This is an optimization exercise on Yosys and OpenROAD, whose aim is small area and a short achievable clock period, not a production implementation.
The RTL was checked by simulation tests, not by an equivalence proof against the original design.
Power and IR drop assume default switching activity.

==> inputs of job 6634 <==
==> flow/design.v (excerpt) <==
module rob_top (
	input wire clk,
	input wire rst_n,
	input wire pipe_flush,
	input wire [1:0] disp_valid,
	input wire [105:0] disp_pkt,
	output wire [1:0] disp_ready,
	output wire [9:0] resp_tag,
	input wire [1:0] wb_valid,
	input wire [9:0] wb_tag,
	input wire wb_br_misp,
	input wire wb_br_dir,
	input wire [31:0] wb_redirect_pc,
	output wire [1:0] ret_valid,
	output wire [181:0] ret_pkt
);
Settings: LEC_CHECK=0, CAP_MARGIN=20, CORE_MARGIN=2, CORE_UTILIZATION=40, SETUP_SLACK_MARGIN=2.9, SLEW_MARGIN=20; clock period 5.5 ns.
standard.sh (not shown) runs the stock make flow with config.mk's settings and CLKGATE_MAP_FILE= SYNTH_SCRIPT=/design/flow/synth_recipe.tcl, a recipe that flattens the netlist after the stock synthesis.
==> flow/flow/run.sh <==
#!/bin/bash
# The standard layout (standard.sh) with two changes: plain buf_1 cells as the port buffers
# instead of the buffer_ports default, and a clock tree of clkbuf_8 cells under a clkbuf_16
# root with no dummy loads. Make's output goes to standard_flow.log; each ORFS step keeps its
# own log under orfs/logs/.
set -euo pipefail
export BUFFER_PORTS_ARGS="-buffer_cell sky130_fd_sc_hd__buf_1"
export CTS_ARGS="-sink_clustering_enable -repair_clock_nets -dont_use_dummy_load -root_buf sky130_fd_sc_hd__clkbuf_16 -buf_list sky130_fd_sc_hd__clkbuf_8 -sink_clustering_size 12 -sink_clustering_max_diameter 50"
bash standard.sh finish > standard_flow.log 2>&1
==> job 5968: changes against job 6634 <==
==> flow/design.v (replaced) <==
`timescale 1ns/100ps
`default_nettype none
module rob_top (
	input wire clk,
	input wire rst_n,
	input wire pipe_flush,
	input wire [1:0] disp_valid,
	input wire [105:0] disp_pkt,
	output wire [1:0] disp_ready,
	output wire [9:0] resp_tag,
	input wire [1:0] wb_valid,
	input wire [9:0] wb_tag,
	input wire wb_br_misp,
	input wire wb_br_dir,
	input wire [31:0] wb_redirect_pc,
	output wire [1:0] ret_valid,
	output wire [181:0] ret_pkt
);
	localparam int PW = 49;  
	localparam int SW = PW + 7;
	localparam int S_V = 0;
	localparam int S_C = 1;
	localparam int S_EX0 = 2;
	localparam int S_EX1 = 3;
	localparam int S_MIS = 4;
	localparam int S_DIR = 5;
	localparam int S_BR = 6;
	localparam int S_PAY = 7;
	logic [4:0] h_q, h1_q, t_q, t1_q;
	logic [4:0] cnt_q;  
	logic rdy0_q, rdy1_q;  
	logic rv0_q, rv1_q;  
	logic [7:0] es_q, os_q;  
	logic [15:0] v_q;     
	logic [15:0] br_q;    
	logic [15:0] dir_q;   
	logic [15:0] mis_q;   
	logic [15:0] st1_q;
	logic [15:0] st0_q;
	logic [16*PW-1:0] pay_q;
	logic [SW-1:2] l0_q, l1_q;  
	logic mp_q;
	logic [4:0] mp_tag_q;
	logic [31:0] mp_pc_q;
	logic [31:0] redir;
	assign redir = mp_pc_q & {32{mp_q}};
	assign disp_ready = {rdy1_q, rdy0_q} & {2{!pipe_flush}};
	assign resp_tag = {t1_q, t_q};
	assign ret_valid = {rv1_q, rv0_q};
	assign ret_pkt[90:0] = {l0_q[SW-1:S_PAY], h_q, l0_q[S_BR], l0_q[S_DIR], l0_q[S_MIS],
		l0_q[S_EX1], l0_q[S_EX0], redir};
	assign ret_pkt[181:91] = {l1_q[SW-1:S_PAY], h1_q, l1_q[S_BR], l1_q[S_DIR], l1_q[S_MIS],
		l1_q[S_EX1], l1_q[S_EX0], redir};
	logic acc0, acc1;
	assign acc0 = disp_valid[0] && rdy0_q && !pipe_flush;
	assign acc1 = disp_valid[1] && rdy1_q && !pipe_flush;
	function automatic logic [SW-1:0] wr_image(input logic [52:0] p);
		wr_image = {p[52:4], p[3], 1'b0, 1'b0, p[0], p[1] & !p[0], p[2] | p[1] | p[0], 1'b0};
	endfunction
	logic [SW-1:0] wi0, wi1;
	assign wi0 = wr_image(disp_pkt[52:0]);
	assign wi1 = wr_image(disp_pkt[105:53]);
	logic [SW-1:0] wr_e, wr_o;
	assign wr_e = t_q[0] ? wi1 : wi0;
	assign wr_o = t_q[0] ? wi0 : wi1;
	logic cut0, cut1, rflush;
	assign cut0 = l0_q[S_MIS] | l0_q[S_EX1] | l0_q[S_EX0];
	assign cut1 = l1_q[S_MIS] | l1_q[S_EX1] | l1_q[S_EX0];
	assign rflush = (rv0_q & cut0) | (rv1_q & cut1);
	logic [4:0] age_diff;
	logic mp_upd;
	assign age_diff = wb_tag[4:0] - mp_tag_q;
	assign mp_upd = wb_valid[0] && wb_br_misp && (!mp_q || age_diff[4]);
	always_ff @(posedge clk) begin
		if (mp_upd) begin
			mp_tag_q <= wb_tag[4:0];
			mp_pc_q <= wb_redirect_pc;
		end
	end
	logic [SW-1:0] img [16];
	for (genvar i = 0; i < 16; i++) begin : g_slot
		localparam logic [3:0] IDX = 4'(i);
		wire [SW-1:0] wr = (i % 2 == 0) ? wr_e : wr_o;
		wire alloc = (acc0 && t_q[3:0] == IDX) || (acc1 && t1_q[3:0] == IDX);
		wire clr = (rv0_q && h_q[3:0] == IDX) || (rv1_q && h1_q[3:0] == IDX);
		wire wb0 = wb_valid[0] && wb_tag[3:0] == IDX;
		wire wb1 = wb_valid[1] && wb_tag[8:5] == IDX;
		always_ff @(posedge clk or negedge rst_n) begin
			if (!rst_n) begin
				v_q[i] <= 1'b0;
			end else if (pipe_flush) begin
				v_q[i] <= 1'b0;
			end else if (alloc) begin
				v_q[i] <= 1'b1;
			end else if (clr || rflush) begin
				v_q[i] <= 1'b0;
			end
		end
		always_ff @(posedge clk) begin
			if (!v_q[i]) begin
				pay_q[i*PW +: PW] <= wr[SW-1:S_PAY];
				br_q[i] <= wr[S_BR];
				st1_q[i] <= wr[S_EX1] | wr[S_EX0];
				st0_q[i] <= wr[S_EX1] | (wr[S_C] & !wr[S_EX0]);
				dir_q[i] <= 1'b0;
				mis_q[i] <= 1'b0;
			end else begin
				if (wb0 || wb1) begin
					st0_q[i] <= 1'b1;
				end
				if (wb0) begin
					dir_q[i] <= wb_br_dir;
					mis_q[i] <= wb_br_misp;
				end
			end
		end
		assign img[i] = {pay_q[i*PW +: PW], br_q[i], dir_q[i], mis_q[i], st1_q[i], st0_q[i],
			1'b0, v_q[i]};
	end
	logic [1:0] rcnt;
	logic [4:0] h_n;
	logic eadv, oadv, hp;
	logic [7:0] esel, osel;
	assign rcnt = {rv1_q, rv0_q & !rv1_q};
	assign h_n = h_q + {3'd0, rcnt};
	assign eadv = rv1_q | (rv0_q & !h_q[0]);
	assign oadv = rv1_q | (rv0_q & h_q[0]);
	assign esel = eadv ? {es_q[6:0], es_q[7]} : es_q;
	assign osel = oadv ? {os_q[6:0], os_q[7]} : os_q;
	assign hp = h_n[0];
	logic [SW-1:0] rd_e, rd_o, raw0, raw1, cur0, cur1;
	always_comb begin
		rd_e = '0;
		rd_o = '0;
		for (int j = 0; j < 8; j++) begin
			rd_e = rd_e | ({SW{esel[j]}} & img[2*j]);
			rd_o = rd_o | ({SW{osel[j]}} & img[2*j+1]);
		end
	end
	assign raw0 = hp ? rd_o : rd_e;
	assign raw1 = hp ? rd_e : rd_o;
	function automatic logic [SW-1:0] decode_st(input logic [SW-1:0] raw);
		logic [SW-1:0] d;
		d = raw;
		d[S_EX1] = raw[S_EX1] & raw[S_EX0];
		d[S_EX0] = raw[S_EX1] & !raw[S_EX0];
		d[S_C] = raw[S_EX1] | raw[S_EX0];
		decode_st = d;
	endfunction
	assign cur0 = decode_st(raw0);
	assign cur1 = decode_st(raw1);
	logic [SW-1:0] bus0, bus1;
	logic at0, at1, ws0, ws1, al0, al1;
	assign at0 = cnt_q == {3'd0, rcnt};
	assign at1 = cnt_q == {3'd0, rcnt} + 5'd1;
	assign ws0 = at0;
	assign ws1 = at0 | at1;
	assign al0 = acc0 & at0;
	assign al1 = (acc1 & at0) | (acc0 & at1);
	assign bus0 = wi0;
	assign bus1 = at0 ? wi1 : wi0;
	logic [3:0] hk0, hk1;
	logic wb0_0, wb1_0, wb0_1, wb1_1;
	assign hk0 = h_n[3:0];
	assign hk1 = h_n[3:0] + 4'd1;
	assign wb0_0 = wb_valid[0] && wb_tag[3:0] == hk0;
	assign wb1_0 = wb_valid[1] && wb_tag[8:5] == hk0;
	assign wb0_1 = wb_valid[0] && wb_tag[3:0] == hk1;
	assign wb1_1 = wb_valid[1] && wb_tag[8:5] == hk1;
	function automatic logic [SW-1:0] next_image(input logic [SW-1:0] cur, input logic [SW-1:0] bus,
			input logic ws, input logic alloc, input logic wb0, input logic wb1, input logic kill,
			input logic cutall, input logic bdir, input logic bmis);
		logic [SW-1:0] n;
		if (ws) begin
			n = bus;
		end else begin
			n = cur;
			n[S_C] = cur[S_C] | wb0 | wb1;
			if (wb0) begin
				n[S_DIR] = bdir;
				n[S_MIS] = bmis;
			end
		end
		n[S_V] = !kill && (alloc || (cur[S_V] && !cutall));
		next_image = n;
	endfunction
	logic [SW-1:0] l0_n, l1_n;
	logic rv0_n, rv1_n;
	assign l0_n = next_image(cur0, bus0, ws0, al0, wb0_0, wb1_0, pipe_flush, rflush, wb_br_dir,
		wb_br_misp);
	assign l1_n = next_image(cur1, bus1, ws1, al1, wb0_1, wb1_1, pipe_flush, rflush, wb_br_dir,
		wb_br_misp);
	assign rv0_n = l0_n[S_V] & l0_n[S_C];
	assign rv1_n = rv0_n & !(l0_n[S_MIS] | l0_n[S_EX1] | l0_n[S_EX0]) & l1_n[S_V] & l1_n[S_C] &
		!(l0_n[S_BR] & l1_n[S_BR]);
	always_ff @(posedge clk) begin
		l0_q <= l0_n[SW-1:2];
		l1_q <= l1_n[SW-1:2];
	end
	logic [4:0] cnt_n;
	logic mp_n;
	assign cnt_n = cnt_q + {4'd0, acc0} + {4'd0, acc1} - {3'd0, rcnt};
	assign mp_n = mp_q | mp_upd;
	always_ff @(posedge clk or negedge rst_n) begin
		if (!rst_n) begin
			h_q <= 5'd0;
			h1_q <= 5'd1;
			t_q <= 5'd0;
			t1_q <= 5'd1;
			cnt_q <= 5'd0;
			rdy0_q <= 1'b1;
			rdy1_q <= 1'b1;
			rv0_q <= 1'b0;
			rv1_q <= 1'b0;
			es_q <= 8'b1;
			os_q <= 8'b1;
			mp_q <= 1'b0;
		end else if (pipe_flush) begin
			h_q <= 5'd0;
			h1_q <= 5'd1;
			t_q <= 5'd0;
			t1_q <= 5'd1;
			cnt_q <= 5'd0;
			rdy0_q <= 1'b1;
			rdy1_q <= 1'b1;
			rv0_q <= 1'b0;
			rv1_q <= 1'b0;
			es_q <= 8'b1;
			os_q <= 8'b1;
			mp_q <= 1'b0;
		end else begin
			h_q <= h_n;
			h1_q <= h1_q + {3'd0, rcnt};
			t_q <= t_q + {4'd0, acc0} + {4'd0, acc1};
			t1_q <= t1_q + {4'd0, acc0} + {4'd0, acc1};
			cnt_q <= cnt_n;
			rdy0_q <= !mp_n && cnt_n != 5'd16;
			rdy1_q <= !mp_n && cnt_n < 5'd15;
			rv0_q <= rv0_n;
			rv1_q <= rv1_n;
			es_q <= esel;
			os_q <= osel;
			mp_q <= mp_n;
		end
	end
endmodule
`default_nettype wire
==> flow/run.sh (new file) <==
#!/bin/bash
# synth_recipe.tcl (not shown) runs the flow's synth.tcl, then flattens the netlist and writes it again
# the make line also repeats each setting of config.mk as NAME=value (left out here)
make -C /OpenROAD-flow-scripts/flow DESIGN_CONFIG=/design/flow/config.mk WORK_HOME=/design/flow/orfs CLKGATE_MAP_FILE= SYNTH_SCRIPT=/design/flow/synth_recipe.tcl finish
SETUP_SLACK_MARGIN = 2.5   (was 2.9)
removed: flow/flow/run.sh
removed: flow/standard.sh
==> flow_summary.yaml <==
place:
  pre_cts_slack_ns: 1.70
timing:
  tightest_slew_ns: 1.13
  fin_crit_ns: 2.63
  hold_ws_ns: 0.462
yosys:
  synthTopCellsByArea: "edfxtp_1 59%, dfxtp_1 6.4%, a22oi_1 5.5%"
  yosysSeqAreaShare_pct: 69.6
layout:
  num-multi-input-gates: 1736
  utilization_pct: 45.5
  clock_buffers: 116
power_and_ir_drop:
  vdd_drop_max_v: 0.000469
  pwr-share-seq_pct: 48.7
  p_clk_share_pct: 19.8
route:
  routed_wl_um: 144000
setup_path:
  cp.arrival_ns: 3.15
global_routing:
  antenna_found_initial: 16
status:
  outcome: "finished clean"
# the run above: job 6634

==> flow_summary.yaml <==
yosys:
  yosysSeqAreaShare_pct: 70.8
  synthTopCellsByArea: "edfxtp_1 61%, dfxtp_1 6.5%, a22oi_1 6.0%"
layout:
  num-multi-input-gates: 1571
  utilization_pct: 49.1
  clock_buffers: 160
power_and_ir_drop:
  pwr-share-seq_pct: 42.3
  vdd_drop_max_v: 0.000358
  p_clk_share_pct: 25.5
timing:
  fin_crit_ns: 3.05
  tightest_slew_ns: 1.06
setup_path:
  r2r-start: "rv0_q"
  cp.arrival_ns: 3.66
status:
  outcome: "finished clean"
# the run above: job 5968

-- separate check: timing with driven ports --
How much do the figures lean on ideal ports? The routed layouts below were timed once more, with nothing changed but the port constraints. Step 1: set_driving_cell puts a clkbuf_16 on clk and a buf_2 on each other input, an assumption about the parent block. Step 2 times the ports against the registers' clock, not the clock port: input delays grow and output delays shrink by t, the midpoint of the rising clock arrivals with the driver on. Three values: ideal ports, drivers, drivers and shift; two values: the first two.
run	shift t [ns]	setup WS [ns]	hold WS [ns]	pins driven straight from the clock port
job 6634	0.718	2.866 / 2.839 / 2.204	0.462 / 0.462 / 0.462	1
job 5968	0.749	2.445 / 2.445 / 1.927	0.475 / 0.464 / 0.475	1
After both steps setup and hold are still met in every run listed. The setup slack of job 6634, which loses most, moves by -0.027 ns with the drivers and by -0.662 ns with both steps.
